This is an optimization exercise on Yosys and OpenROAD, whose aim is small area, a short achievable clock period and few clock cycles, not a production implementation. Only simulation tests tie the RTL to the original design; equivalence was not proved.

==> design/flow/design.v <==
package instr_executor_pkg;
  localparam int PTR_W = 5;
  localparam int OP_W  = 32;
  localparam int RES_W = 64;
  typedef enum logic [3:0] {
    ZERO  = 4'd0,
    PASSA = 4'd1,
    PASSB = 4'd2,
    ADD   = 4'd3,
    SUB   = 4'd4,
    MULT  = 4'd5,
    DIV   = 4'd6,
    MOD   = 4'd7
  } opcode_t;
  typedef logic signed [OP_W-1:0]  operand_t;
  typedef logic signed [RES_W-1:0] result_t;
  typedef struct packed {
    opcode_t  opc;
    operand_t op_a;
    operand_t op_b;
  } instruction_t;
  typedef enum logic [2:0] {
    E0  = 3'd0,    
    E1  = 3'd1,    
    E2  = 3'd2,    
    IT  = 3'd3,    
    NG  = 3'd4     
  } exec_step_t;
endpackage
import instr_executor_pkg::*;
module instr_div_lsc (
  input  logic [31:0] v,
  output logic [5:0]  n
);
  logic [31:0] y;
  always_comb begin
    y = v ^ {32{v[31]}};
    n = 6'd32;
    for (int i = 0; i < 32; i++)
      if (y[i]) n = 6'(31 - i);
  end
endmodule
module instr_div_q0 (
  input  logic [31:0] a,
  input  logic [31:0] b,
  output logic        q0
);
  logic [31:0] ya, yb;
  logic [32:0] ta, tb;         
  always_comb begin
    ya = a ^ {32{a[31]}};
    yb = b ^ {32{b[31]}};
    ta[32] = 1'b0;
    tb[32] = 1'b0;
    for (int i = 31; i >= 0; i--) begin
      ta[i] = ta[i+1] | ya[i];
      tb[i] = tb[i+1] | yb[i];
    end
    q0 = 1'b0;
    for (int i = 0; i < 32; i++)
      q0 = q0 | (tb[i] & ~(a[31] ? (i == 0 ? 1'b1 : ta[i-1]) : ta[i]));
  end
endmodule
module instr_div_step (
  input  logic [31:0] rem,
  input  logic [33:0] dsr1,      
  input  logic [31:0] t3,        
  input  logic        ge3,       
  output logic [1:0]  digit,
  output logic [31:0] rem_next
);
  logic [35:0] t1, t2;
  logic        ge1, ge2;
  always_comb begin
    t1  = {4'd0, rem} - {2'd0, dsr1};
    t2  = {4'd0, rem} - {1'd0, dsr1, 1'b0};
    ge1 = ~t1[35];
    ge2 = ~t2[35];
    if (ge3)      begin digit = 2'd3; rem_next = t3[31:0]; end
    else if (ge2) begin digit = 2'd2; rem_next = t2[31:0]; end
    else if (ge1) begin digit = 2'd1; rem_next = t1[31:0]; end
    else          begin digit = 2'd0; rem_next = rem;      end
  end
endmodule
import instr_executor_pkg::*;
module instr_executor (
  input  logic               clk,
  input  logic               reset,
  input  logic               start,
  input  logic [PTR_W-1:0]   first_ptr,
  input  logic [PTR_W-1:0]   last_ptr,
  output logic [PTR_W-1:0]   read_pointer,
  input  instr_executor_pkg::instruction_t       instruction_word,
  output logic               res_valid,
  input  logic               res_ready,
  output logic [PTR_W-1:0]   res_pointer,
  output instr_executor_pkg::opcode_t            res_opcode,
  output instr_executor_pkg::result_t            result,
  output logic               div_by_zero,
  output logic               busy,
  output logic               done
);
  typedef struct packed {
    logic xa;     
    logic xrh;    
    logic xrl;    
    logic ya;     
    logic ya2;    
    logic yb;     
    logic inv;    
    logic wr;     
    logic rdiv;   
    logic dlast;  
    logic fin;    
  } ctrl_t;
  logic             busy_q;
  logic             done_q;
  logic             fetch_q;           
  logic [PTR_W-1:0] rd_ptr_q;
  logic [PTR_W-1:0] last_q;
  logic             e_val_q;           
  instr_executor_pkg::exec_step_t es_q;
  ctrl_t            c_q;
  logic [3:0]       e_opc_q;
  logic [PTR_W-1:0] e_ptr_q;
  logic             e_last_q;
  logic             neg_q;             
  logic [4:0]       cnt_q;             
  logic [63:0]      a_q;               
  logic [33:0]      b_q;               
  logic             r_val_q;
  logic             r_last_q;
  logic [63:0]      res_q;             
  logic [PTR_W-1:0] r_ptr_q;
  logic [3:0]       r_opc_q;
  logic             r_dbz_q;
  logic is_mul, is_dm, is_div;
  always_comb begin
    is_mul = (e_opc_q == MULT);
    is_div = (e_opc_q == DIV);
    is_dm  = (e_opc_q == DIV) || (e_opc_q == MOD);
  end
  logic [63:0] x_op, y_src, y_op, sum;
  always_comb begin
    x_op  = ({64{c_q.xa}} & a_q)
          | ({{32{c_q.xrh}}, {32{c_q.xrl}}} & res_q);
    y_src = ({64{c_q.ya}}  & a_q)
          | ({64{c_q.ya2}} & {a_q[62:0], 1'b0})
          | ({64{c_q.yb}}  & {{32{b_q[31]}}, b_q[31:0]});
    y_op  = y_src ^ {64{c_q.inv}};
    sum   = x_op + y_op + {63'd0, c_q.inv};
  end
  logic [5:0]  lsc_a, lsc_b;
  logic [6:0]  s_est;
  logic        q0_now;
  logic [31:0] b_mag;
  logic [1:0]  digit;
  logic [31:0] rem_next;
  logic [31:0] quo_next;
  logic [31:0] dm_val;
  logic [33:0] dsr_norm;
  instr_div_lsc u_lsc_a (.v(a_q[31:0]), .n(lsc_a));
  instr_div_lsc u_lsc_b (.v(b_q[31:0]), .n(lsc_b));
  instr_div_q0  u_q0    (.a(a_q[31:0]), .b(b_q[31:0]), .q0(q0_now));
  instr_div_step u_step (
    .rem      (res_q[31:0]),
    .dsr1     (b_q),
    .t3       (sum[31:0]),
    .ge3      (~sum[36]),                 
    .digit    (digit),
    .rem_next (rem_next)
  );
  always_comb begin
    b_mag    = b_q[31] ? 32'(-b_q[31:0]) : b_q[31:0];
    s_est    = {1'b0, lsc_b} - {1'b0, lsc_a} + {6'd0, a_q[31]};
    dsr_norm = b_q << {cnt_q, 1'b0};
    quo_next = {res_q[61:32], digit};
    dm_val   = is_div ? quo_next : rem_next;
  end
  function automatic ctrl_t booth_ctrl(input logic [2:0] d, input logic acc);
    ctrl_t c;
    c     = '0;
    c.xrh = acc;
    c.xrl = acc;
    c.ya  = d[1] ^ d[0];
    c.ya2 = (d[2] & ~d[1] & ~d[0]) | (~d[2] & d[1] & d[0]);
    c.inv = d[2] & ~(d[1] & d[0]);
    c.wr  = 1'b1;
    booth_ctrl = c;
  endfunction
  function automatic logic all_same(input logic [28:0] v);
    all_same = (v == '0) || (v == '1);
  endfunction
  ctrl_t       c_fetch;          
  logic [3:0]  f_opc;
  logic [31:0] f_a, f_b, f_m, f_q;
  logic        f_swap;
  always_comb begin
    f_opc   = instruction_word.opc;
    f_a     = instruction_word.op_a;
    f_b     = instruction_word.op_b;
    f_swap  = (f_opc == MULT)
           && ((f_a[31:15] == '0) || (f_a[31:15] == '1))
           && !((f_b[31:15] == '0) || (f_b[31:15] == '1));
    f_m     = f_swap ? f_b : f_a;
    f_q     = f_swap ? f_a : f_b;
    c_fetch = '0;
    c_fetch.wr  = 1'b1;
    c_fetch.fin = 1'b1;
    case (f_opc)
      PASSA: c_fetch.xa = 1'b1;
      PASSB: c_fetch.yb = 1'b1;
      ADD:   begin c_fetch.xa = 1'b1; c_fetch.yb = 1'b1; end
      SUB:   begin c_fetch.xa = 1'b1; c_fetch.yb = 1'b1; c_fetch.inv = 1'b1; end
      MULT:  begin
        c_fetch     = booth_ctrl({f_q[1:0], 1'b0}, 1'b0);
        c_fetch.fin = (f_q[31:1] == '0) || (f_q[31:1] == '1);
      end
      DIV, MOD: if (f_b != '0) begin
        c_fetch.ya  = 1'b1;                  
        c_fetch.inv = f_a[31];
        c_fetch.fin = 1'b0;
      end
      default: ;
    endcase
  end
  ctrl_t       c_next;           
  instr_executor_pkg::exec_step_t es_next;
  logic [63:0] a_next;
  logic [33:0] b_next;
  always_comb begin
    c_next  = '0;
    es_next = es_q;
    a_next  = a_q;
    b_next  = b_q;
    case (es_q)
      E0: if (is_mul) begin
        es_next    = IT;
        c_next     = booth_ctrl(b_q[3:1], 1'b1);
        c_next.fin = all_same(b_q[31:3]);
        a_next     = {a_q[61:0], 2'b00};
        b_next     = {{2{b_q[33]}}, b_q[33:2]};
      end else begin
        es_next    = E1;
        c_next.fin = q0_now;
        c_next.wr  = q0_now;
        c_next.xa  = q0_now && !is_div;      
        b_next     = {2'b00, b_mag};
      end
      E1: begin                              
        es_next    = E2;
        c_next.xa  = 1'b1;                   
        c_next.ya2 = 1'b1;
        a_next     = {30'd0, dsr_norm};
        b_next     = dsr_norm;
      end
      E2: begin
        es_next      = IT;
        c_next.xrl   = 1'b1;                 
        c_next.ya    = 1'b1;
        c_next.inv   = 1'b1;
        c_next.wr    = 1'b1;
        c_next.rdiv  = 1'b1;
        c_next.dlast = (cnt_q == 5'd0);
        c_next.fin   = (cnt_q == 5'd0) && !neg_q;
        a_next       = {28'd0, sum[35:0]};
      end
      IT: if (is_mul) begin
        c_next     = booth_ctrl(b_q[3:1], 1'b1);
        c_next.fin = all_same(b_q[31:3]);
        a_next     = {a_q[61:0], 2'b00};
        b_next     = {{2{b_q[33]}}, b_q[33:2]};
      end else if (c_q.dlast) begin          
        es_next    = NG;
        c_next.ya  = 1'b1;
        c_next.inv = 1'b1;
        c_next.wr  = 1'b1;
        c_next.fin = 1'b1;
        a_next     = {32'd0, dm_val};
      end else begin
        c_next.xrl   = 1'b1;
        c_next.ya    = 1'b1;
        c_next.inv   = 1'b1;
        c_next.wr    = 1'b1;
        c_next.rdiv  = 1'b1;
        c_next.dlast = (cnt_q == 5'd1);
        c_next.fin   = (cnt_q == 5'd1) && !neg_q;
        a_next       = {2'b00, a_q[63:2]};
        b_next       = {2'b00, b_q[33:2]};
      end
      default: ;
    endcase
  end
  logic        adv;              
  logic        step;
  logic        fetch_sel;        
  logic        fetch_en;
  logic        e_en;             
  logic        xfer;
  logic [63:0] res_d;
  always_comb begin
    adv       = !r_val_q || res_ready;
    step      = e_val_q && adv;
    fetch_sel = fetch_q && (!e_val_q || c_q.fin);
    fetch_en  = fetch_sel && (!e_val_q || adv);
    e_en      = e_val_q ? adv : fetch_q;
    xfer      = r_val_q && res_ready;
    if (c_q.rdiv)
      res_d = c_q.dlast ? {32'd0, dm_val} : {quo_next, rem_next};
    else
      res_d = sum;
  end
  always_ff @(posedge clk) begin
    if (reset) begin
      busy_q  <= 1'b0;
      done_q  <= 1'b0;
      fetch_q <= 1'b0;
      e_val_q <= 1'b0;
      r_val_q <= 1'b0;
    end else begin
      done_q <= 1'b0;
      if (!busy_q && start) begin
        busy_q  <= 1'b1;
        fetch_q <= 1'b1;
      end
      if (xfer && r_last_q) begin
        busy_q <= 1'b0;
        done_q <= 1'b1;
      end
      if (fetch_en && (rd_ptr_q == last_q)) fetch_q <= 1'b0;
      if (fetch_en)              e_val_q <= 1'b1;
      else if (step && c_q.fin)  e_val_q <= 1'b0;
      if (step && c_q.fin) r_val_q <= 1'b1;
      else if (xfer)       r_val_q <= 1'b0;
    end
  end
  always_ff @(posedge clk) begin
    if (!busy_q && start) begin
      rd_ptr_q <= first_ptr;
      last_q   <= last_ptr;
    end else if (fetch_en) begin
      rd_ptr_q <= rd_ptr_q + 1'b1;
    end
    if (e_en) begin
      if (fetch_sel) begin
        es_q     <= E0;
        c_q      <= c_fetch;
        e_opc_q  <= f_opc;
        e_ptr_q  <= rd_ptr_q;
        e_last_q <= (rd_ptr_q == last_q);
        a_q      <= {{32{f_m[31]}}, f_m};
        b_q      <= {{2{f_q[31]}}, f_q};
      end else begin
        es_q     <= es_next;
        c_q      <= c_next;
        a_q      <= a_next;
        b_q      <= b_next;
      end
    end
    if (step && es_q == E0 && is_dm) begin
      cnt_q <= s_est[5:1];
      neg_q <= is_div ? (a_q[31] ^ b_q[31]) : a_q[31];
    end else if (step && es_q == IT) begin
      cnt_q <= cnt_q - 1'b1;
    end
    if (step && c_q.wr) res_q <= res_d;
    if (step && c_q.fin) begin
      r_ptr_q  <= e_ptr_q;
      r_opc_q  <= e_opc_q;
      r_dbz_q  <= (es_q == E0) && is_dm;
      r_last_q <= e_last_q;
    end
  end
  assign read_pointer = rd_ptr_q;
  assign res_valid    = r_val_q;
  assign res_pointer  = r_ptr_q;
  assign res_opcode   = instr_executor_pkg::opcode_t'(r_opc_q);
  assign result       = res_q;
  assign div_by_zero  = r_dbz_q;
  assign busy         = busy_q;
  assign done         = done_q;
endmodule
==> design/flow/run.sh <==
#!/bin/bash
# synth_recipe.tcl (not shown) runs the flow's synth.tcl, then flattens the netlist and writes it again
# the make line also repeats each setting of config.mk as NAME=value (left out here)
make -C /OpenROAD-flow-scripts/flow DESIGN_CONFIG=/design/flow/config.mk WORK_HOME=/design/flow/orfs CLKGATE_MAP_FILE= SYNTH_SCRIPT=/design/flow/synth_recipe.tcl finish
==> design/flow/config.mk <==
export PLATFORM = sky130hd
export DESIGN_NAME = instr_executor
export DESIGN_NICKNAME = instr_executor
export VERILOG_FILES = /design/flow/design.v
export SDC_FILE = /design/flow/constraint.sdc
export NUM_CORES = 4
export LEC_CHECK = 0
export CAP_MARGIN = 20
export CORE_MARGIN = 2
export CORE_UTILIZATION = 40
export SLEW_MARGIN = 20
==> design/flow/constraint.sdc <==
create_clock -name core_clock -period 10.0 [get_ports {clk}]
set_input_delay 2.0000 -clock core_clock [delete_from_list [all_inputs] [get_ports {clk}]]
set_output_delay 2.0000 -clock core_clock [all_outputs]
set_load 0.01 [all_outputs]
==> results.yml, run 1 <==
global_route:
  grt_pass1_wl_microns: 185900
  grt.overflow.total: 0
  grt_max_degree: 68
  grt_use_total: 0.3719
  grt_pass1_vias: 26445
  antenna_found_initial: 3
worst_setup_path:
  cp-end-kind: "register"
  worstPathArrival_ps: 6380
  critPathLaunchType: "register"
  critical_path.startpoint: "c_q[7]"
  r2r-start: "c_q[7]"
  crit_required_ps: 10340
  crit_path_top_delay_cell: "edfxtp_1"
  setup.worst_path.class: "register to register"
  path_cells: "a222oi_1, xnor2_1, ha_1, a2111oi_0, a22oi_1, a32oi_1, a2111oi_2, a211o_1, a31oi_1, xnor2_2, buf_4, o21ai_2, nor2b_1, a2111oi_0, o21ai_0, o221a_2"
  crit_buf_inv: 1
  cp_common_cell: "a2111oi_0"
  cp_max_fo: 31
  max_stage_delay_ps: 690
  path_delay_family: "compound AO/OA/AOI/OAI gates"
yosys:
  synth_area_sq_um: 25930
  async_flop_share: 0
  syn_avg_cell_area_sq_um: 7.774
  yosysMostFrequentCell: "nand2_1"
  ys_seq_area_frac: 0.2506
  ys_seq_elements: 218
  syn-num-nets: 3561
  synth_edf_count: 213
  yosys.area.top_type: "edfxtp_1"
  synth_flop_cell: "edfxtp_1"
  ys_top_cells_by_area: "edfxtp_1 (25%), ha_1 (6.8%), xnor2_1 (6.0%)"
  synth_top_area_share: 0.2467
  syn_inst: 3335
  ys_warn_count: 4
  synth_cell_types: 90
  synthTopCellsByCount: "nand2_1 (334), a21oi_1 (292), o21ai_0 (267)"
sta:
  worst_pin_slew_ps: 1197
  min_period_ps: 6038
  fmax_mhz: 165.6
  maxSlewViolCount: 0
  rsz0062_at_grt: "no"
  final-setup-viol-count: 0
  timing.hold.ws_ps: 414.2
  max_slew_margin: 0.1937
  hold_violations: 0
  tns_ps: 0
  clock-skew-final_ps: 15.94
  period_share: 0.6038
placement:
  post-place-cells: 4138
  gp_congestion: 1.018
  dp_hpwl_microns: 97950
  io_buffer_count: 163
route:
  routed_wl_microns: 127800
  drt-initial-drc-count: 4498
  wl_per_cell_microns: 30.49
  drt-vias-per-instance: 6.813
  ant_nets: 0
  first_pass_iters: 10
  drc: 0
  vias: 28558
cts:
  clk_pin_slew_ps: 70
  clk_latency_ps: 590
  clock_sinks: 218
  tritoncts: "done"
  root_buffer: "clkbuf_16"
  cts-resized-gates: 0
  cts_max_level: 1
  cts_setup_buffers: 0
  cts_made_buffers: 28
  cts_buffer_depth: 3
  cts.hold.buffers_added: 0
cells_and_area:
  nets: 3539
  final_util: 0.4514
  nFillCells: 6567
  drive_above_1_share: 0.05397
  syn2layout_area_growth_pct: 11.83
  fin_cells: 4192
die:
  die_x_microns: 258.6
  die_area_sq_um: 66870
  boundaryPins: 164
  rows: 93
  initial_utilization: 0.4036
  core_area_sq_um: 64230
  die_y_microns: 258.6
outcome:
  status: "finished clean"
hold_path:
  hp-class: "register to register"
  hp-start: "e_ptr_q[1]"
run:
  max_cap_violations: 0
==> stage by stage <==
step                cell area, sq um  setup slack (ps)
finish                         28990              3962
global route                   28990              3575
CTS                            28980              4164
detailed placement             28070              4032
global placement               28070              3920
floorplan                      25930              4543
==> flip-flops by register name, indices dropped and copies added (netlist names), 3 cells and up <==
name	flops
a_q	64
r_opc_q	4
rd_ptr_q	5
e_ptr_q	5
cnt_q	5
res_q	64
last_q	5
es_q	3
b_q	34
e_opc_q	4
c_q	11
r_ptr_q	5
==> final timing paths <==
check	slack, ps	to	cells after the start
setup reg to reg	3960	a_q[13]	16
hold reg to reg	410	r_ptr_q[1]	0
hold / removal	410	r_ptr_q[1]	0
setup / recovery	3960	a_q[13]	16
==> area by class of cell <==
class                           count  area [sq um]  share of cell area
Multi-Input combinational cell   2743         18090              0.6238
Sequential cell                   218          6496              0.2241
Timing Repair Buffer              215          2022             0.06974
Tap cell                          855          1070             0.03690
Clock buffer                       35         768.2             0.02650
Inverter                          107         401.6             0.01385
Clock inverter                     17         145.1            0.005006
Antenna cell                        2         5.005           0.0001726
==> kinds of logic (layout without fill, tap and decap cells) <==
family | count (synthesis) | in the layout | synth area share
xor+xnor | 233 | 233 | 0.07871
mux | 75 | 75 | 0.03156
other cells | 0 | 2 | 0
compound gates | 1263 | 1263 | 0.3291
simple gates | 1028 | 1028 | 0.1842
buf+inv | 374 | 374 | 0.05521
flops | 218 | 218 | 0.2506
fa+ha+maj | 144 | 144 | 0.07065
==> cell usage in the layout, fill, tap and decap left out, drive strengths merged, types with 54 or more instances in the layout <==
master	n
a221oi	74
ha	140
xor2	54
nor3	76
edfxtp	213
a31oi	58
o21ai	276
mux2i	60
xnor2	179
inv	102
a22o	68
nand2	334
a21o	75
a21oi	293
nor2	262
nand3	113
clkdlybuf4s50	163
==> routing by layer <==
layer,vias up,GRT usage,wire length (microns)
li1,12703,-,-
met1,13576,0.5016,50840
met2,1873,0.5433,52980
met3,400,0.07756,14420
met4,6,0.2286,9527
met5,-,0,41
Testbench counts, summed over its fixed seeds: cycles 65,080.
==> inputs of run 2 (changes only) <==
--- a/design/flow/design.v
+++ b/design/flow/design.v
@@ -40,27 +40,6 @@
       if (y[i]) n = 6'(31 - i);
   end
 endmodule
-module instr_div_q0 (
-  input  logic [31:0] a,
-  input  logic [31:0] b,
-  output logic        q0
-);
-  logic [31:0] ya, yb;
-  logic [32:0] ta, tb;         
-  always_comb begin
-    ya = a ^ {32{a[31]}};
-    yb = b ^ {32{b[31]}};
-    ta[32] = 1'b0;
-    tb[32] = 1'b0;
-    for (int i = 31; i >= 0; i--) begin
-      ta[i] = ta[i+1] | ya[i];
-      tb[i] = tb[i+1] | yb[i];
-    end
-    q0 = 1'b0;
-    for (int i = 0; i < 32; i++)
-      q0 = q0 | (tb[i] & ~(a[31] ? (i == 0 ? 1'b1 : ta[i-1]) : ta[i]));
-  end
-endmodule
 module instr_div_step (
   input  logic [31:0] rem,
   input  logic [33:0] dsr1,      
@@ -69,13 +48,13 @@
   output logic [1:0]  digit,
   output logic [31:0] rem_next
 );
-  logic [35:0] t1, t2;
+  logic [32:0] t1, t2;
   logic        ge1, ge2;
   always_comb begin
-    t1  = {4'd0, rem} - {2'd0, dsr1};
-    t2  = {4'd0, rem} - {1'd0, dsr1, 1'b0};
-    ge1 = ~t1[35];
-    ge2 = ~t2[35];
+    t1  = {1'b0, rem} - {1'b0, dsr1[31:0]};
+    t2  = {1'b0, rem} - {1'b0, dsr1[30:0], 1'b0};
+    ge1 = ~t1[32] & (dsr1[33:32] == 2'b00);
+    ge2 = ~t2[32] & (dsr1[33:31] == 3'b000);
     if (ge3)      begin digit = 2'd3; rem_next = t3[31:0]; end
     else if (ge2) begin digit = 2'd2; rem_next = t2[31:0]; end
     else if (ge1) begin digit = 2'd1; rem_next = t1[31:0]; end
@@ -161,7 +140,6 @@
   logic [33:0] dsr_norm;
   instr_div_lsc u_lsc_a (.v(a_q[31:0]), .n(lsc_a));
   instr_div_lsc u_lsc_b (.v(b_q[31:0]), .n(lsc_b));
-  instr_div_q0  u_q0    (.a(a_q[31:0]), .b(b_q[31:0]), .q0(q0_now));
   instr_div_step u_step (
     .rem      (res_q[31:0]),
     .dsr1     (b_q),
@@ -173,6 +151,7 @@
   always_comb begin
     b_mag    = b_q[31] ? 32'(-b_q[31:0]) : b_q[31:0];
     s_est    = {1'b0, lsc_b} - {1'b0, lsc_a} + {6'd0, a_q[31]};
+    q0_now   = ({1'b0, lsc_b} + {6'd0, a_q[31]}) < {1'b0, lsc_a};    
     dsr_norm = b_q << {cnt_q, 1'b0};
     quo_next = {res_q[61:32], digit};
     dm_val   = is_div ? quo_next : rem_next;
--- a/design/flow/config.mk
+++ b/design/flow/config.mk
@@ -8,4 +8,5 @@
 export CAP_MARGIN = 20
 export CORE_MARGIN = 2
 export CORE_UTILIZATION = 40
+export SETUP_SLACK_MARGIN = 5
 export SLEW_MARGIN = 20
==> results.yml, run 2 <==
outcome:
  status: "finished clean"
placement:
  pre_cts_slack_ps: 3948
  io_buffer_count: 163
  post-place-cells: 4113
  placed_cell_area_sq_um: 28280
  dp_hpwl_microns: 108100
  gp_congestion: 1.061
route:
  drt-initial-drc-count: 4622
  routed_wl_microns: 144900
  drt-vias-per-instance: 7.012
  vias: 29676
  ant_nets: 0
  drc: 0
  first_pass_iters: 12
  wl_per_cell_microns: 34.24
yosys:
  syn-num-nets: 3513
  ys_seq_area_frac: 0.2509
  ys_seq_elements: 218
  synth_edf_count: 213
  synth_flop_cell: "edfxtp_1"
  synth_top_area_share: 0.2470
  synthTopCellsByCount: "nand2_1 (325), nor2_1 (250), a21oi_1 (243)"
  syn_avg_cell_area_sq_um: 7.894
  yosys.area.top_type: "edfxtp_1"
  yosysMostFrequentCell: "nand2_1"
  ys_warn_count: 3
  synth_cell_types: 94
  ys_top_cells_by_area: "edfxtp_1 (25%), ha_1 (7.1%), xnor2_1 (5.6%)"
  async_flop_share: 0
  syn_inst: 3280
  synth_area_sq_um: 25890
cells_and_area:
  final_cell_mix: "nand2_1 (325), nor2_1 (246), a21oi_1 (234)"
  reg_top3: "a_q (64), res_q (64), b_q (34)"
  fin_cells: 4232
  final_util: 0.4698
  syn2layout_area_growth_pct: 16.55
  drive_above_1_share: 0.09419
  fin_area_sq_um: 30180
  nets: 3586
  nFillCells: 6386
  mostFrequentLayoutCell: "nand2_1"
sta:
  final-setup-viol-count: 0
  min_period_ps: 5038
  maxSlewViolCount: 0
  period_share: 0.5038
  worst_pin_slew_ps: 1240
  hold_violations: 0
  rsz0062_at_grt: "yes"
  fmax_mhz: 198.5
  clock-skew-final_ps: 16.84
  worst_slack_ps: 4962
  tns_ps: 0
  max_slew_margin: 0.1643
global_route:
  grt.overflow.total: 0
  grt_use_total: 0.4153
  grt_pass1_vias: 27354
  grt_max_degree: 65
  antenna_found_initial: 2
  grt_pass1_wl_microns: 202200
die:
  die_x_microns: 258.4
  die_area_sq_um: 66780
  die_y_microns: 258.4
  boundaryPins: 164
  initial_utilization: 0.4031
  rows: 93
  core_area_sq_um: 64230
hold_path:
  whs_path_depth: 0
  hp-start: "e_ptr_q[1]"
  hp-class: "register to register"
  hold_end: "r_ptr_q[1]"
worst_setup_path:
  path_cells: "clkinvlp_4, buf_4, buf_4, fa_1, a21o_1, a21oi_1, o211a_1, or4_1, a31oi_2, o21ai_1, o21ai_0, a31oi_1, xnor2_1, o21ai_0, a21oi_1"
  r2r-start: "b_q[1]"
  path_delay_family: "compound AO/OA/AOI/OAI gates"
  max_stage_delay_ps: 860
  crit_buf_inv: 3
  setup.worst_path.class: "register to register"
  crit_path_top_delay_cell: "o21ai_0"
  regToRegSetupSlack_ps: 4960
  timing.rr.end: "res_q[31]"
  cp_max_fo: 7
  critPathLaunchType: "register"
  cp-end-kind: "register"
  worstPathArrival_ps: 5350
  reg2reg_depth: 15
  crit_required_ps: 10310
cts:
  clk_pin_slew_ps: 70
  cts.hold.buffers_added: 0
  tritoncts: "done"
  cts_buffer_depth: 3
  root_buffer: "clkbuf_16"
  cts_made_buffers: 30
  clk_latency_ps: 630
  cts_max_level: 1
  clock_sinks: 218
run:
  max_cap_violations: 0
==> run 2: how the worst max path moves through the flow <==
| stage | from | end | cells after the start |
|---|---|---|---|
| finish | b_q[1] | res_q[31] | 15 |
| floorplan | res_ready | b_q[0] | 6 |
| global placement | instruction_word[66] | c_q[0] | 11 |
| global route | b_q[1] | a_q[2] | 15 |
| CTS | b_q[3] | c_q[3] | 21 |
| detailed placement | instruction_word[66] | c_q[0] | 11 |
==> run 2: stage by stage <==
stage / hold WS (ps)
floorplan: 400.3
global placement: 401.3
detailed placement: 404.5
CTS: 418.1
global route: 431.8
finish: 417.0
==> run 2: kinds of logic after synthesis <==
family | synth area share
buf+inv | 0.05437
xor+xnor | 0.06930
compound gates | 0.3214
simple gates | 0.1971
mux | 0.03281
flops | 0.2509
fa+ha+maj | 0.07413
==> run 2: final cells by class <==
| type | instances | area (sq um) | area share |
|---|---|---|---|
| diodes | 1 | 2.502 | 0.00008293 |
| clock buffers | 35 | 769.5 | 0.02550 |
| clock inverters | 20 | 230.2 | 0.007629 |
| inverters | 96 | 391.6 | 0.01298 |
| multi-input cells | 2698 | 18340 | 0.6077 |
| flip-flops and latches | 218 | 6496 | 0.2153 |
| well taps | 855 | 1070 | 0.03545 |
| repair buffers | 308 | 2873 | 0.09520 |
| repair inverters | 1 | 5.005 | 0.0001659 |
==> run 2: metal layers <==
metal,global-route usage,vias to the layer above,part of all wire
met2,0.6186,2122,0.42
met1,0.5184,14338,0.38
li1,-,12725,-
met3,0.1171,491,0.12
met5,0,-,0
met4,0.2895,0,0.088
==> run 2: what timing repair did <==
action                     4_1_cts  5_1_grt
setup endpoints to repair       87       61
pin swaps                        4       19
resized for setup               34       63
buffers inserted                15       43
cloned                           0        4
Testbench counts of run 2, summed over its fixed seeds: cycles 65,080.
==> inputs of run 3 (changes only) <==
--- a/design/flow/design.v
+++ b/design/flow/design.v
@@ -19,12 +19,11 @@
     operand_t op_a;
     operand_t op_b;
   } instruction_t;
-  typedef enum logic [2:0] {
-    E0  = 3'd0,    
-    E1  = 3'd1,    
-    E2  = 3'd2,    
-    IT  = 3'd3,    
-    NG  = 3'd4     
+  typedef enum logic [1:0] {
+    E0  = 2'd0,    
+    E1  = 2'd1,    
+    IT  = 2'd2,    
+    NG  = 2'd3     
   } exec_step_t;
 endpackage
 import instr_executor_pkg::*;
@@ -90,6 +89,8 @@
     logic wr;     
     logic rdiv;   
     logic dlast;  
+    logic dq0;    
+    logic dbz;    
     logic fin;    
   } ctrl_t;
   logic             busy_q;
@@ -105,6 +106,8 @@
   logic             e_last_q;
   logic             neg_q;             
   logic [4:0]       cnt_q;             
+  logic [5:0]       lz_a_q;            
+  logic [5:0]       lz_b_q;            
   logic [63:0]      a_q;               
   logic [33:0]      b_q;               
   logic             r_val_q;
@@ -138,8 +141,6 @@
   logic [31:0] quo_next;
   logic [31:0] dm_val;
   logic [33:0] dsr_norm;
-  instr_div_lsc u_lsc_a (.v(a_q[31:0]), .n(lsc_a));
-  instr_div_lsc u_lsc_b (.v(b_q[31:0]), .n(lsc_b));
   instr_div_step u_step (
     .rem      (res_q[31:0]),
     .dsr1     (b_q),
@@ -150,9 +151,9 @@
   );
   always_comb begin
     b_mag    = b_q[31] ? 32'(-b_q[31:0]) : b_q[31:0];
-    s_est    = {1'b0, lsc_b} - {1'b0, lsc_a} + {6'd0, a_q[31]};
-    q0_now   = ({1'b0, lsc_b} + {6'd0, a_q[31]}) < {1'b0, lsc_a};    
-    dsr_norm = b_q << {cnt_q, 1'b0};
+    s_est    = {1'b0, lz_b_q} - {1'b0, lz_a_q};
+    q0_now   = lz_b_q < lz_a_q;
+    dsr_norm = {2'b00, b_mag} << {s_est[5:1], 1'b0};
     quo_next = {res_q[61:32], digit};
     dm_val   = is_div ? quo_next : rem_next;
   end
@@ -170,10 +171,17 @@
   function automatic logic all_same(input logic [28:0] v);
     all_same = (v == '0) || (v == '1);
   endfunction
+  function automatic logic neg_pow2(input logic [31:0] v);
+    neg_pow2 = v[31];
+    for (int i = 1; i < 32; i++)
+      neg_pow2 = neg_pow2 & ~(~v[i] & v[i-1]);
+  endfunction
   ctrl_t       c_fetch;          
   logic [3:0]  f_opc;
   logic [31:0] f_a, f_b, f_m, f_q;
   logic        f_swap;
+  instr_div_lsc u_lsc_a (.v(instruction_word.op_a), .n(lsc_a));
+  instr_div_lsc u_lsc_b (.v(instruction_word.op_b), .n(lsc_b));
   always_comb begin
     f_opc   = instruction_word.opc;
     f_a     = instruction_word.op_a;
@@ -198,7 +206,10 @@
       DIV, MOD: if (f_b != '0) begin
         c_fetch.ya  = 1'b1;                  
         c_fetch.inv = f_a[31];
+        c_fetch.dq0 = 1'b1;
         c_fetch.fin = 1'b0;
+      end else begin
+        c_fetch.dbz = 1'b1;
       end
       default: ;
     endcase
@@ -219,21 +230,14 @@
         c_next.fin = all_same(b_q[31:3]);
         a_next     = {a_q[61:0], 2'b00};
         b_next     = {{2{b_q[33]}}, b_q[33:2]};
-      end else begin
+      end else begin                         
         es_next    = E1;
-        c_next.fin = q0_now;
-        c_next.wr  = q0_now;
-        c_next.xa  = q0_now && !is_div;      
-        b_next     = {2'b00, b_mag};
-      end
-      E1: begin                              
-        es_next    = E2;
         c_next.xa  = 1'b1;                   
         c_next.ya2 = 1'b1;
         a_next     = {30'd0, dsr_norm};
         b_next     = dsr_norm;
       end
-      E2: begin
+      E1: begin
         es_next      = IT;
         c_next.xrl   = 1'b1;                 
         c_next.ya    = 1'b1;
@@ -272,19 +276,31 @@
   end
   logic        adv;              
   logic        step;
+  logic        fin;              
   logic        fetch_sel;        
   logic        fetch_en;
   logic        e_en;             
   logic        xfer;
   logic [63:0] res_d;
+  logic             fetch_any;       
+  logic [PTR_W-1:0] ptr_cur;         
+  logic             ptr_last;        
+  always_comb begin
+    ptr_cur   = busy_q ? rd_ptr_q : first_ptr;
+    ptr_last  = busy_q ? (rd_ptr_q == last_q) : (first_ptr == last_ptr);
+    fetch_any = busy_q ? fetch_q : start;
+  end
   always_comb begin
     adv       = !r_val_q || res_ready;
     step      = e_val_q && adv;
-    fetch_sel = fetch_q && (!e_val_q || c_q.fin);
+    fin       = c_q.fin || (c_q.dq0 && q0_now);
+    fetch_sel = fetch_any && (!e_val_q || fin);
     fetch_en  = fetch_sel && (!e_val_q || adv);
-    e_en      = e_val_q ? adv : fetch_q;
+    e_en      = e_val_q ? adv : fetch_any;
     xfer      = r_val_q && res_ready;
-    if (c_q.rdiv)
+    if (c_q.dq0 && q0_now)
+      res_d = is_div ? 64'd0 : a_q;          
+    else if (c_q.rdiv)
       res_d = c_q.dlast ? {32'd0, dm_val} : {quo_next, rem_next};
     else
       res_d = sum;
@@ -298,35 +314,28 @@
       r_val_q <= 1'b0;
     end else begin
       done_q <= 1'b0;
-      if (!busy_q && start) begin
-        busy_q  <= 1'b1;
-        fetch_q <= 1'b1;
-      end
+      if (!busy_q && start) busy_q <= 1'b1;
       if (xfer && r_last_q) begin
         busy_q <= 1'b0;
         done_q <= 1'b1;
       end
-      if (fetch_en && (rd_ptr_q == last_q)) fetch_q <= 1'b0;
+      if (fetch_en) fetch_q <= !ptr_last;
       if (fetch_en)              e_val_q <= 1'b1;
-      else if (step && c_q.fin)  e_val_q <= 1'b0;
-      if (step && c_q.fin) r_val_q <= 1'b1;
+      else if (step && fin)  e_val_q <= 1'b0;
+      if (step && fin) r_val_q <= 1'b1;
       else if (xfer)       r_val_q <= 1'b0;
     end
   end
   always_ff @(posedge clk) begin
-    if (!busy_q && start) begin
-      rd_ptr_q <= first_ptr;
-      last_q   <= last_ptr;
-    end else if (fetch_en) begin
-      rd_ptr_q <= rd_ptr_q + 1'b1;
-    end
+    if (!busy_q && start) last_q <= last_ptr;
+    if (fetch_en) rd_ptr_q <= ptr_cur + 1'b1;
     if (e_en) begin
       if (fetch_sel) begin
         es_q     <= E0;
         c_q      <= c_fetch;
         e_opc_q  <= f_opc;
-        e_ptr_q  <= rd_ptr_q;
-        e_last_q <= (rd_ptr_q == last_q);
+        e_ptr_q  <= ptr_cur;
+        e_last_q <= ptr_last;
         a_q      <= {{32{f_m[31]}}, f_m};
         b_q      <= {{2{f_q[31]}}, f_q};
       end else begin
@@ -336,6 +345,10 @@
         b_q      <= b_next;
       end
     end
+    if (fetch_en) begin
+      lz_a_q  <= lsc_a - {5'd0, neg_pow2(f_a)};
+      lz_b_q  <= lsc_b - {5'd0, neg_pow2(f_b)};
+    end
     if (step && es_q == E0 && is_dm) begin
       cnt_q <= s_est[5:1];
       neg_q <= is_div ? (a_q[31] ^ b_q[31]) : a_q[31];
@@ -343,14 +356,14 @@
       cnt_q <= cnt_q - 1'b1;
     end
     if (step && c_q.wr) res_q <= res_d;
-    if (step && c_q.fin) begin
+    if (step && fin) begin
       r_ptr_q  <= e_ptr_q;
       r_opc_q  <= e_opc_q;
-      r_dbz_q  <= (es_q == E0) && is_dm;
+      r_dbz_q  <= c_q.dbz;
       r_last_q <= e_last_q;
     end
   end
-  assign read_pointer = rd_ptr_q;
+  assign read_pointer = ptr_cur;
   assign res_valid    = r_val_q;
   assign res_pointer  = r_ptr_q;
   assign res_opcode   = instr_executor_pkg::opcode_t'(r_opc_q);
==> design/flow/flow/run.sh (new file) <==
#!/bin/bash
set -euo pipefail
export SETUP_SLACK_MARGIN=5.4
bash standard.sh finish > standard_flow.log 2>&1
==> design/flow/standard.sh (new file) <==
#!/bin/bash
# synth_recipe.tcl (not shown) runs the flow's synth.tcl, then flattens the netlist and writes it again
# the make line also repeats each setting of config.mk as NAME=value (left out here)
make -C /OpenROAD-flow-scripts/flow DESIGN_CONFIG=/design/flow/config.mk WORK_HOME=/design/flow/orfs CLKGATE_MAP_FILE= SYNTH_SCRIPT=/design/flow/synth_recipe.tcl "${@:-finish}"
--- a/design/flow/config.mk
+++ b/design/flow/config.mk
@@ -7,6 +7,5 @@
 export LEC_CHECK = 0
 export CAP_MARGIN = 20
 export CORE_MARGIN = 2
-export CORE_UTILIZATION = 40
-export SETUP_SLACK_MARGIN = 5
+export CORE_UTILIZATION = 50
 export SLEW_MARGIN = 20
removed: design/flow/run.sh
==> results.yml, run 3 <==
worst_setup_path:
  regToRegSetupSlack_ps: 5050
  setup.worst_path.class: "register to register"
  worstPathArrival_ps: 5240
  cp-end-kind: "register"
  timing.rr.end: "a_q[15]"
  critPathLaunchType: "register"
  cp_max_fo: 7
  r2r-start: "c_q[9]"
  crit_required_ps: 10290
  reg2reg_depth: 19
route:
  vias: 32356
  wl_per_cell_microns: 30.96
  dr_wl_met3_microns: 20350
  first_pass_iters: 17
  drc: 0
  drt-initial-drc-count: 6246
  drt-vias-per-instance: 7.396
  routed_wl_microns: 135500
  drt-met1-wl_microns: 48620
  highest_layer: "met5"
  ant_nets: 0
  wl_met2_microns: 54340
yosys:
  syn-num-nets: 3747
  yosysMostFrequentCell: "nand2_1"
  syn_avg_cell_area_sq_um: 7.788
  ys_top_cells_by_area: "edfxtp_1 (25%), ha_1 (6.7%), a21oi_1 (5.7%)"
  ys_seq_area_frac: 0.2516
  ys_seq_elements: 231
  synth_cell_types: 84
  synth_top_area_share: 0.2480
  synth_edf_count: 226
  synth_flop_cell: "edfxtp_1"
  synthTopCellsByCount: "nand2_1 (364), a21oi_1 (312), nor2_1 (291)"
  yosys.area.top_type: "edfxtp_1"
  ys_warn_count: 3
  async_flop_share: 0
  synth_area_sq_um: 27370
  syn_inst: 3514
die:
  core_area_sq_um: 53920
  boundaryPins: 164
  initial_utilization: 0.5075
  die_y_microns: 238.0
  die_x_microns: 238.0
  die_area_sq_um: 56620
  rows: 85
sta:
  max_slew_margin: 0.09777
  maxSlewViolCount: 0
  clock-skew-final_ps: 34.32
  worst_slack_ps: 5054
  hold_violations: 0
  rsz0062_at_grt: "yes"
  period_share: 0.4946
  timing.hold.ws_ps: 425.6
  min_period_ps: 4946
  tns_ps: 0
  fmax_mhz: 202.2
  worst_pin_slew_ps: 1350
  final-setup-viol-count: 0
global_route:
  grt_pass1_vias: 29446
  grt.overflow.total: 0
  antenna_found_initial: 11
  grt_pass1_wl_microns: 193700
  grt_use_total: 0.4536
  grt_max_degree: 68
run:
  max_cap_violations: 0
cells_and_area:
  reg_top3: "a_q (64), res_q (64), b_q (34)"
  syn2layout_area_growth_pct: 24.30
  fin_cells: 4375
  fin_area_sq_um: 34020
  nets: 3883
  mostFrequentLayoutCell: "nand2_1"
  drive_above_1_share: 0.1716
  final_cell_mix: "nand2_1 (356), nor2_1 (274), a21oi_1 (273)"
  final_util: 0.6308
cts:
  clk_latency_ps: 600
  clock_sinks: 231
  clk_pin_slew_ps: 70
  cts_buffer_depth: 3
  cts_max_level: 1
  cts_made_buffers: 27
  tritoncts: "done"
  root_buffer: "clkbuf_16"
placement:
  gp_congestion: 1.051
  io_buffer_count: 163
  placed_cell_area_sq_um: 29380
  dp_hpwl_microns: 93450
  pre_cts_slack_ps: 3039
  post-place-cells: 4137
hold_path:
  whs_path_depth: 0
  hp-start: "e_ptr_q[0]"
  hold_end: "r_ptr_q[0]"
  hp-class: "register to register"
outcome:
  status: "finished clean"
run 3: cell types whose count changed after synthesis, sizes merged, moves of 17 or more:
cell | before | now
a222oi | 34 | 55
o22ai | 45 | 17
a21o | 66 | 105
nand3 | 137 | 83
o21bai | 16 | 33
nor2 | 250 | 291
a22oi | 18 | 55
nand2 | 325 | 364
a21oi | 245 | 312
a221o | 48 | 10
inv | 92 | 121
clkbuf | 211 | 241
run 3: final cells by class:
cell class | count | area [sq um]
diodes | 8 | 20.02
clock buffers | 36 | 749.5
clock inverters | 14 | 186.4
fillers | 4561 | 19910
inverters | 123 | 465.4
multi-input cells | 2870 | 20870
flip-flops and latches | 231 | 6887
well taps | 696 | 870.8
repair buffers | 396 | 3958
repair inverters | 1 | 5.005
run 3: worst max path at each step:
stage | slack, ps | from | endpoint
final | 5050 | c_q[9] | a_q[15]
after floorplan | 5210 | instruction_word[32] | lz_a_q[5]
after global placement | 3030 | instruction_word[20] | a_q[34]
after global routing | 4980 | c_q[9] | a_q[15]
after detailed placement | 3040 | instruction_word[20] | a_q[34]
after CTS | 5300 | instruction_word[63] | lz_a_q[4]
run 3: critical path, stage by stage, from the launching register on:
cell and delay (ps):
edfxtp_1 480, buf_12 180, a222oi_1 410, xnor2_1 210, fa_2 410, a21o_1 270, a21oi_2 170, o21bai_1 80
a21o_1 230, a21oi_2 180, o21ai_1 100, buf_4 170, a21oi_4 210, mux2i_4 290, nand2_4 120, a21o_4 280
buf_12 150, buf_4 140, a221oi_4 500, a221oi_2 80
run 3: cells by family (layout without fill, tap and decap cells):
kind of cell / after synthesis / after routing / share of synthesized area
AOI/OAI and AO/OA: 1340 / 1340 / 0.3356
and+or+nand+nor: 1063 / 1065 / 0.1790
buffers and inverters: 415 / 570 / 0.05779
DFF: 231 / 231 / 0.2516
xor gates and xnor gates: 224 / 224 / 0.07169
adders and majority gates: 151 / 151 / 0.07014
muxes: 90 / 90 / 0.03415
other: 0 / 8 / 0
run 3: layer usage:
layer	up-vias	GRT usage
met5	-	0
met4	6	0.2994
met3	714	0.1578
met2	2676	0.6507
met1	15246	0.5750
li1	13714	-
run 3: timing repair:
action                     CTS  global route
setup buffers               81            84
gates resized for setup    340           298
setup endpoints to repair  291           124
pin swaps                   80           123
cloned                      11             3
hold buffers                 0             0
Testbench counts of run 3, summed over its fixed seeds: cycles 58,034.
==> inputs of run 4 (changes only) <==
==> design/flow/run.sh (new file) <==
#!/bin/bash
# synth_recipe.tcl (not shown) runs the flow's synth.tcl, then flattens the netlist and writes it again
# the make line also repeats each setting of config.mk as NAME=value (left out here)
make -C /OpenROAD-flow-scripts/flow DESIGN_CONFIG=/design/flow/config.mk WORK_HOME=/design/flow/orfs CLKGATE_MAP_FILE= SYNTH_SCRIPT=/design/flow/synth_recipe.tcl finish
--- a/design/flow/config.mk
+++ b/design/flow/config.mk
@@ -7,5 +7,6 @@
 export LEC_CHECK = 0
 export CAP_MARGIN = 20
 export CORE_MARGIN = 2
-export CORE_UTILIZATION = 50
+export CORE_UTILIZATION = 55
+export SETUP_SLACK_MARGIN = 5
 export SLEW_MARGIN = 20
removed: design/flow/flow/run.sh
removed: design/flow/standard.sh
==> results.yml, run 4 <==
die:
  boundaryPins: 164
  rows: 81
  die_area_sq_um: 51560
  die_x_microns: 227.1
  core_area_sq_um: 49050
  die_y_microns: 227.1
  initial_utilization: 0.5579
worst_setup_path:
  crit_required_ps: 10320
  worstPathArrival_ps: 5320
  cp-end-kind: "register"
  crit_buf_inv: 1
  critPathLaunchType: "input port"
  path_delay_family: "simple AND/OR/NAND/NOR gates"
  crit_path_top_delay_cell: "clkdlybuf4s50_1"
  cp_max_fo: 8
  path_cells: "clkdlybuf4s50_1, nor2_1, a21oi_1, or4_1, or4_1, nor4_4, ha_1, ha_1, nand3_1, a21oi_1, nor2_1"
  max_stage_delay_ps: 660
  setup.worst_path.class: "input port to register"
yosys:
  synth_cell_types: 84
  yosys.area.top_type: "edfxtp_1"
  syn_avg_cell_area_sq_um: 7.788
  synth_edf_count: 226
  async_flop_share: 0
  synthTopCellsByCount: "nand2_1 (364), a21oi_1 (312), nor2_1 (291)"
  ys_seq_elements: 231
  ys_top_cells_by_area: "edfxtp_1 (25%), ha_1 (6.7%), a21oi_1 (5.7%)"
  ys_seq_area_frac: 0.2516
  yosysMostFrequentCell: "nand2_1"
  synth_top_area_share: 0.2480
  ys_warn_count: 3
  syn-num-nets: 3747
  synth_flop_cell: "edfxtp_1"
  synth_area_sq_um: 27370
  syn_inst: 3514
cells_and_area:
  multiInputGateArea_sq_um: 19650
  nFillCells: 4415
  final_cell_mix: "nand2_1 (361), a21oi_1 (297), nor2_1 (284)"
  mostFrequentLayoutCell: "nand2_1"
  reg_top3: "a_q (64), res_q (64), b_q (34)"
  syn2layout_area_growth_pct: 14.87
  regArea_sq_um: 6887
  nets: 3772
  drive_above_1_share: 0.09441
  final_util: 0.6409
hold_path:
  hp-class: "register to register"
sta:
  clock-skew-final_ps: 36.82
  min_period_ps: 5003
  final-setup-viol-count: 0
  hold_violations: 0
  worst_pin_slew_ps: 1112
  tns_ps: 0
  maxSlewViolCount: 0
  fmax_mhz: 199.9
  rsz0062_at_grt: "yes"
  worst_slack_ps: 4997
  period_share: 0.5003
  max_slew_margin: 0.2588
cts:
  clk_latency_ps: 580
  cts.hold.buffers_added: 0
  cts_max_level: 1
  tritoncts: "done"
  clock_sinks: 231
  root_buffer: "clkbuf_16"
  cts_buffer_depth: 3
  cts_made_buffers: 27
  clk_pin_slew_ps: 70
route:
  drc: 0
  ant_nets: 0
  first_pass_iters: 14
  drt-initial-drc-count: 6547
  vias: 31712
  routed_wl_microns: 125800
  drt-vias-per-instance: 7.508
  wl_per_cell_microns: 29.78
run:
  max_cap_violations: 0
global_route:
  grt_use_total: 0.4664
  antenna_found_initial: 2
  grt.overflow.total: 0
  grt_max_degree: 81
  grt_pass1_wl_microns: 181200
  grt_pass1_vias: 28788
placement:
  dp_hpwl_microns: 88760
  pre_cts_slack_ps: 3490
  gp_congestion: 1.103
  io_buffer_count: 163
outcome:
  status: "finished clean"
-- run 4: cell count changes in the layout (fill, tap and decap cells not counted), sizes merged, moves of 2 or more --
cell and delta:
dlymetal6s2s +9, clkinvlp +4, bufbuf -4, buf -133, clkinv +3, clkdlybuf4s50 +11
bufinv -4, diode -7, inv -2, clkbuf +14, dlygate4sd2 -9
-- run 4: cells by family after synthesis --
| family | synth area share |
|---|---|
| AOI/OAI and AO/OA | 0.3356 |
| xor gates and xnor gates | 0.07169 |
| adders and majority gates | 0.07014 |
| buffers and inverters | 0.05779 |
| DFF | 0.2516 |
| muxes | 0.03415 |
| and+or+nand+nor | 0.1790 |
-- run 4: cell type report --
| class | instances | area share |
|---|---|---|
| diodes | 1 | 0.00007960 |
| repair buffers | 284 | 0.08848 |
| flip-flops and latches | 231 | 0.2191 |
| clock inverters | 15 | 0.003423 |
| clock buffers | 34 | 0.02265 |
| inverters | 123 | 0.01481 |
| repair inverters | 1 | 0.0001592 |
| well taps | 664 | 0.02643 |
| multi-input cells | 2871 | 0.6249 |
-- run 4: final timing paths --
check                                          start         end  slack, ps  depth (start not counted)
worst max register to register                c_q[9]     a_q[26]       5090                         20
worst min-delay path                      e_ptr_q[0]  r_ptr_q[0]        420                          0
worst min register to register            e_ptr_q[0]  r_ptr_q[0]        420                          0
worst max-delay path            instruction_word[28]   lz_b_q[4]       5000                         11
-- run 4: worst register-to-register path: stages, from the launching register on --
cell and delay, ps:
edfxtp_1 430, clkbuf_16 210, a222oi_1 410, xnor2_1 170, buf_4 170, fa_2 370
a21o_1 220, a21oi_2 170, o21bai_1 80, a21o_1 200, a21oi_2 180, o21ai_0 110
buf_4 180, a21oi_4 220, mux2i_4 310, nand2_4 170, buf_4 200, a21oi_1 350
o2111ai_1 150, a31oi_1 240, a221oi_1 70
-- run 4: what timing repair did --
item | 4_1_cts | 5_1_grt
pin swaps | 9 | 36
gates cloned | 5 | 7
resized for setup | 115 | 150
endpoints found under the setup margin | 229 | 153
buffers inserted | 13 | 46
-- run 4: per-layer routing --
layer  share of wire  global-route usage
met1            0.35              0.5967
met2            0.41              0.6831
met3            0.15              0.1470
met4           0.088              0.2918
met5               0                   0
-- run 4: through the flow --
stage | hold slack [ps] | area [sq um] | instances
global route | 432.1 | 31430 | 4223
CTS | 422.6 | 30580 | 4169
detailed placement | 407.1 | 29250 | 4102
floorplan | 400.3 | 27390 | 3514
global placement | 405.1 | 29240 | 4102
finish | 417.9 | 31440 | 4224
==> inputs of run 5 (changes only) <==
--- a/design/flow/design.v
+++ b/design/flow/design.v
@@ -44,6 +44,7 @@
   input  logic [33:0] dsr1,      
   input  logic [31:0] t3,        
   input  logic        ge3,       
+  input  logic        one_bit,   
   output logic [1:0]  digit,
   output logic [31:0] rem_next
 );
@@ -53,8 +54,8 @@
     t1  = {1'b0, rem} - {1'b0, dsr1[31:0]};
     t2  = {1'b0, rem} - {1'b0, dsr1[30:0], 1'b0};
     ge1 = ~t1[32] & (dsr1[33:32] == 2'b00);
-    ge2 = ~t2[32] & (dsr1[33:31] == 3'b000);
-    if (ge3)      begin digit = 2'd3; rem_next = t3[31:0]; end
+    ge2 = ~t2[32] & (dsr1[33:31] == 3'b000) & ~one_bit;
+    if (ge3 && !one_bit) begin digit = 2'd3; rem_next = t3[31:0]; end
     else if (ge2) begin digit = 2'd2; rem_next = t2[31:0]; end
     else if (ge1) begin digit = 2'd1; rem_next = t1[31:0]; end
     else          begin digit = 2'd0; rem_next = rem;      end
@@ -89,6 +90,7 @@
     logic wr;     
     logic rdiv;   
     logic dlast;  
+    logic d1;     
     logic dq0;    
     logic dbz;    
     logic fin;    
@@ -134,6 +136,7 @@
   end
   logic [5:0]  lsc_a, lsc_b;
   logic [6:0]  s_est;
+  logic        neg_now;
   logic        q0_now;
   logic [31:0] b_mag;
   logic [1:0]  digit;
@@ -146,12 +149,14 @@
     .dsr1     (b_q),
     .t3       (sum[31:0]),
     .ge3      (~sum[36]),                 
+    .one_bit  (c_q.d1),
     .digit    (digit),
     .rem_next (rem_next)
   );
   always_comb begin
     b_mag    = b_q[31] ? 32'(-b_q[31:0]) : b_q[31:0];
     s_est    = {1'b0, lz_b_q} - {1'b0, lz_a_q};
+    neg_now  = is_div ? (a_q[31] ^ b_q[31]) : a_q[31];
     q0_now   = lz_b_q < lz_a_q;
     dsr_norm = {2'b00, b_mag} << {s_est[5:1], 1'b0};
     quo_next = {res_q[61:32], digit};
@@ -231,13 +236,36 @@
         a_next     = {a_q[61:0], 2'b00};
         b_next     = {{2{b_q[33]}}, b_q[33:2]};
       end else begin                         
-        es_next    = E1;
-        c_next.xa  = 1'b1;                   
-        c_next.ya2 = 1'b1;
-        a_next     = {30'd0, dsr_norm};
-        b_next     = dsr_norm;
+        es_next      = E1;
+        c_next.xa    = 1'b1;                 
+        c_next.ya2   = 1'b1;
+        c_next.d1    = !s_est[0];
+        c_next.wr    = !s_est[0];
+        c_next.rdiv  = !s_est[0];
+        c_next.dlast = !s_est[0] && (s_est[5:1] == 5'd0);
+        c_next.fin   = !s_est[0] && (s_est[5:1] == 5'd0) && !neg_now;
+        a_next       = {30'd0, dsr_norm};
+        b_next       = dsr_norm;
       end
-      E1: begin
+      E1: if (c_q.dlast) begin               
+        es_next    = NG;
+        c_next.ya  = 1'b1;
+        c_next.inv = 1'b1;
+        c_next.wr  = 1'b1;
+        c_next.fin = 1'b1;
+        a_next     = {32'd0, dm_val};
+      end else if (c_q.d1) begin
+        es_next      = IT;
+        c_next.xrl   = 1'b1;                 
+        c_next.ya    = 1'b1;
+        c_next.inv   = 1'b1;
+        c_next.wr    = 1'b1;
+        c_next.rdiv  = 1'b1;
+        c_next.dlast = (cnt_q == 5'd1);
+        c_next.fin   = (cnt_q == 5'd1) && !neg_q;
+        a_next       = {30'd0, sum[35:2]};
+        b_next       = {2'b00, b_q[33:2]};
+      end else begin
         es_next      = IT;
         c_next.xrl   = 1'b1;                 
         c_next.ya    = 1'b1;
@@ -351,8 +379,8 @@
     end
     if (step && es_q == E0 && is_dm) begin
       cnt_q <= s_est[5:1];
-      neg_q <= is_div ? (a_q[31] ^ b_q[31]) : a_q[31];
-    end else if (step && es_q == IT) begin
+      neg_q <= neg_now;
+    end else if (step && (es_q == IT || (es_q == E1 && c_q.d1))) begin
       cnt_q <= cnt_q - 1'b1;
     end
     if (step && c_q.wr) res_q <= res_d;
--- a/design/flow/config.mk
+++ b/design/flow/config.mk
@@ -7,6 +7,6 @@
 export LEC_CHECK = 0
 export CAP_MARGIN = 20
 export CORE_MARGIN = 2
-export CORE_UTILIZATION = 55
+export CORE_UTILIZATION = 40
 export SETUP_SLACK_MARGIN = 5
 export SLEW_MARGIN = 20
==> results.yml, run 5 <==
placement:
  gp_congestion: 1.074
  pre_cts_slack_ps: 3467
  dp_hpwl_microns: 97710
  placed_cell_area_sq_um: 30410
  io_buffer_count: 163
sta:
  worst_pin_slew_ps: 1288
  fmax_mhz: 196.6
  min_period_ps: 5088
  tns_ps: 0
  final-setup-viol-count: 0
  max_slew_margin: 0.1323
  worst_slack_ps: 4912
  rsz0062_at_grt: "yes"
  clock-skew-final_ps: 20.15
  period_share: 0.5088
  maxSlewViolCount: 0
  hold_violations: 0
route:
  drt-initial-drc-count: 5609
  drc: 0
  vias: 32269
  routed_wl_microns: 136800
  wl_per_cell_microns: 29.16
  ant_nets: 0
  drt-vias-per-instance: 6.879
  first_pass_iters: 11
die:
  die_x_microns: 269.5
  initial_utilization: 0.4034
  core_area_sq_um: 69910
  die_area_sq_um: 72650
  die_y_microns: 269.5
  boundaryPins: 164
  rows: 97
cts:
  cts_made_buffers: 28
  cts_max_level: 1
  clk_pin_slew_ps: 70
  root_buffer: "clkbuf_16"
  clk_latency_ps: 590
  clock_sinks: 232
  tritoncts: "done"
  cts_buffer_depth: 3
  cts.hold.buffers_added: 0
worst_setup_path:
  critPathLaunchType: "register"
  crit_required_ps: 10340
  path_cells: "buf_6, buf_4, clkbuf_16, a222oi_1, xnor2_1, ha_1, a21oi_2, o21a_1, o21ai_2, a21oi_2, buf_4, or3_4, nand3_4, a21oi_4, mux2_4, or2_4, buf_12, a211o_1, o21ai_2, buf_4, a211o_1, a21oi_1"
  worstPathArrival_ps: 5430
  path_delay_family: "compound AO/OA/AOI/OAI gates"
  crit_path_top_delay_cell: "edfxtp_1"
  max_stage_delay_ps: 480
  crit_buf_inv: 6
  cp_max_fo: 16
  cp-end-kind: "register"
  critical_path.startpoint: "c_q[10]"
  setup.worst_path.class: "register to register"
  r2r-start: "c_q[10]"
  cp_common_cell: "buf_4"
yosys:
  ys_seq_area_frac: 0.2452
  synth_cell_types: 85
  syn-num-nets: 3930
  async_flop_share: 0
  synth_area_sq_um: 28200
  syn_inst: 3696
  synth_edf_count: 227
  yosys.area.top_type: "edfxtp_1"
  ys_top_cells_by_area: "edfxtp_1 (24%), ha_1 (6.6%), a21oi_1 (6.5%)"
  ys_seq_elements: 232
  ys_warn_count: 3
  syn_avg_cell_area_sq_um: 7.631
  yosysMostFrequentCell: "nand2_1"
  synthTopCellsByCount: "nand2_1 (435), a21oi_1 (365), nor2_1 (273)"
  synth_top_area_share: 0.2417
  synth_flop_cell: "edfxtp_1"
cells_and_area:
  drive_above_1_share: 0.1156
  syn2layout_area_growth_pct: 17.78
  fin_area_sq_um: 33220
  reg_top3: "a_q (64), res_q (64), b_q (34)"
  mostFrequentLayoutCell: "nand2_1"
  nets: 3960
  final_cell_mix: "nand2_1 (431), a21oi_1 (354), nor2_1 (264)"
  nFillCells: 7066
hold_path:
  hp-start: "e_last_q"
  hp-class: "register to register"
global_route:
  grt_pass1_vias: 29095
  antenna_found_initial: 6
  met3_usage: 0.08692
  gr-usage-met1: 0.4703
  grt_max_degree: 65
  grt_pass1_wl_microns: 195400
  grt_use_total: 0.3515
  busiest_layer: "met2"
  use_met2: 0.5132
  grt.overflow.total: 0
run:
  max_cap_violations: 0
outcome:
  status: "finished clean"
## run 5: worst paths after layout
check | end | slack [ps] | depth (start not counted)
max | a_q[5] | 4910 | 22
min | r_last_q | 420 | 0
max reg2reg | a_q[5] | 4910 | 22
min reg2reg | r_last_q | 420 | 0
## run 5: repair_timing
action                                  in CTS  in global routing
resized for setup                          139                196
pin swaps                                   12                 54
cloned                                       6                  7
setup buffers                               32                 45
endpoints found under the setup margin     223                158
hold endpoints to repair                     0                  0
## run 5: cell families after synthesis
family	Yosys count	share of synthesized area
AO/OA/AOI/OAI	1413	0.3368
AND/OR/NAND/NOR	1149	0.1872
buffers and inverters	435	0.05878
flip-flops	232	0.2452
XOR/XNOR	227	0.07049
adder cells (fa/ha/maj)	152	0.06850
multiplexers	88	0.03301
## run 5: per-stage QoR
stage                     utilization  hold WS [ps]  cells
after CTS                      0.4600         422.7   4634
after global placement         0.4350         404.1   4545
after global routing           0.4751         436.4   4689
final                          0.4752         416.6   4691
after detailed placement       0.4350         406.3   4545
after floorplan                     -         400.3   3696
## run 5: routing by layer
| layer | vias to the layer above | part of all wire |
|---|---|---|
| met5 | - | 0.00028 |
| met4 | 6 | 0.074 |
| met3 | 525 | 0.13 |
| met2 | 2447 | 0.41 |
| met1 | 15237 | 0.38 |
| li1 | 14054 | - |
## run 5: layout make-up
cell class	count	area [sq um]	share of cell area
Multi-Input combinational cell	3029	20520	0.6176
Inverter	117	454.2	0.01367
Timing Repair Buffer	318	3173	0.09552
Clock inverter	20	259.0	0.007797
Sequential cell	232	6917	0.2082
Clock buffer	31	711.9	0.02143
Tap cell	940	1176	0.03541
Antenna cell	4	10.01	0.0003013
## run 5: worst register-to-register path, delay by kind of cell, from the launching register on
kind | cells | cell delay (ps)
compound gates | 10 | 1760
flops | 1 | 480
mux | 1 | 340
fa+ha+maj | 1 | 350
buf+inv | 6 | 990
simple gates | 3 | 800
xor+xnor | 1 | 130
Testbench counts of run 5, summed over its fixed seeds: cycles 56,570.

[what the ideal ports hide]
Ports are ideal in the flow. The routed layouts listed here were re-timed in OpenROAD. Step 1 (the two cells are an assumption about what drives the block):
set clk [get_ports {clk}]
set_driving_cell -lib_cell sky130_fd_sc_hd__clkbuf_16 $clk
set_driving_cell -lib_cell sky130_fd_sc_hd__buf_2 [delete_from_list [all_inputs] $clk]
Step 2 moves the port delays by t, midway between the first and last clock arrival at a register: inputs arrive t later, outputs are due t later. That takes back most of the time a late clock gives input paths. Three values: no drivers, after step 1, after step 2; two values: the first two.
run	t, ns	setup WS [ns]	worst setup path at the end	worst register clock-pin slew, ns	worst slew at a driven data input, ns
run 1	0.644	3.962 / 3.962 / 3.962	register to register	0.07 / 0.07	0.06
run 2	0.691	4.962 / 4.962 / 4.510	input to register	0.07 / 0.07	0.06
run 3	0.640	5.054 / 5.054 / 4.680	input to register	0.07 / 0.07	0.06
run 4	0.619	4.997 / 4.992 / 4.408	input to register	0.07 / 0.07	0.04
run 5	0.640	4.912 / 4.912 / 4.313	input to register	0.07 / 0.07	0.09
After both steps setup and hold are still met in every run listed. For run 5, which loses most, drivers alone change the setup slack by 0.000 ns; drivers and shift together by -0.599 ns.
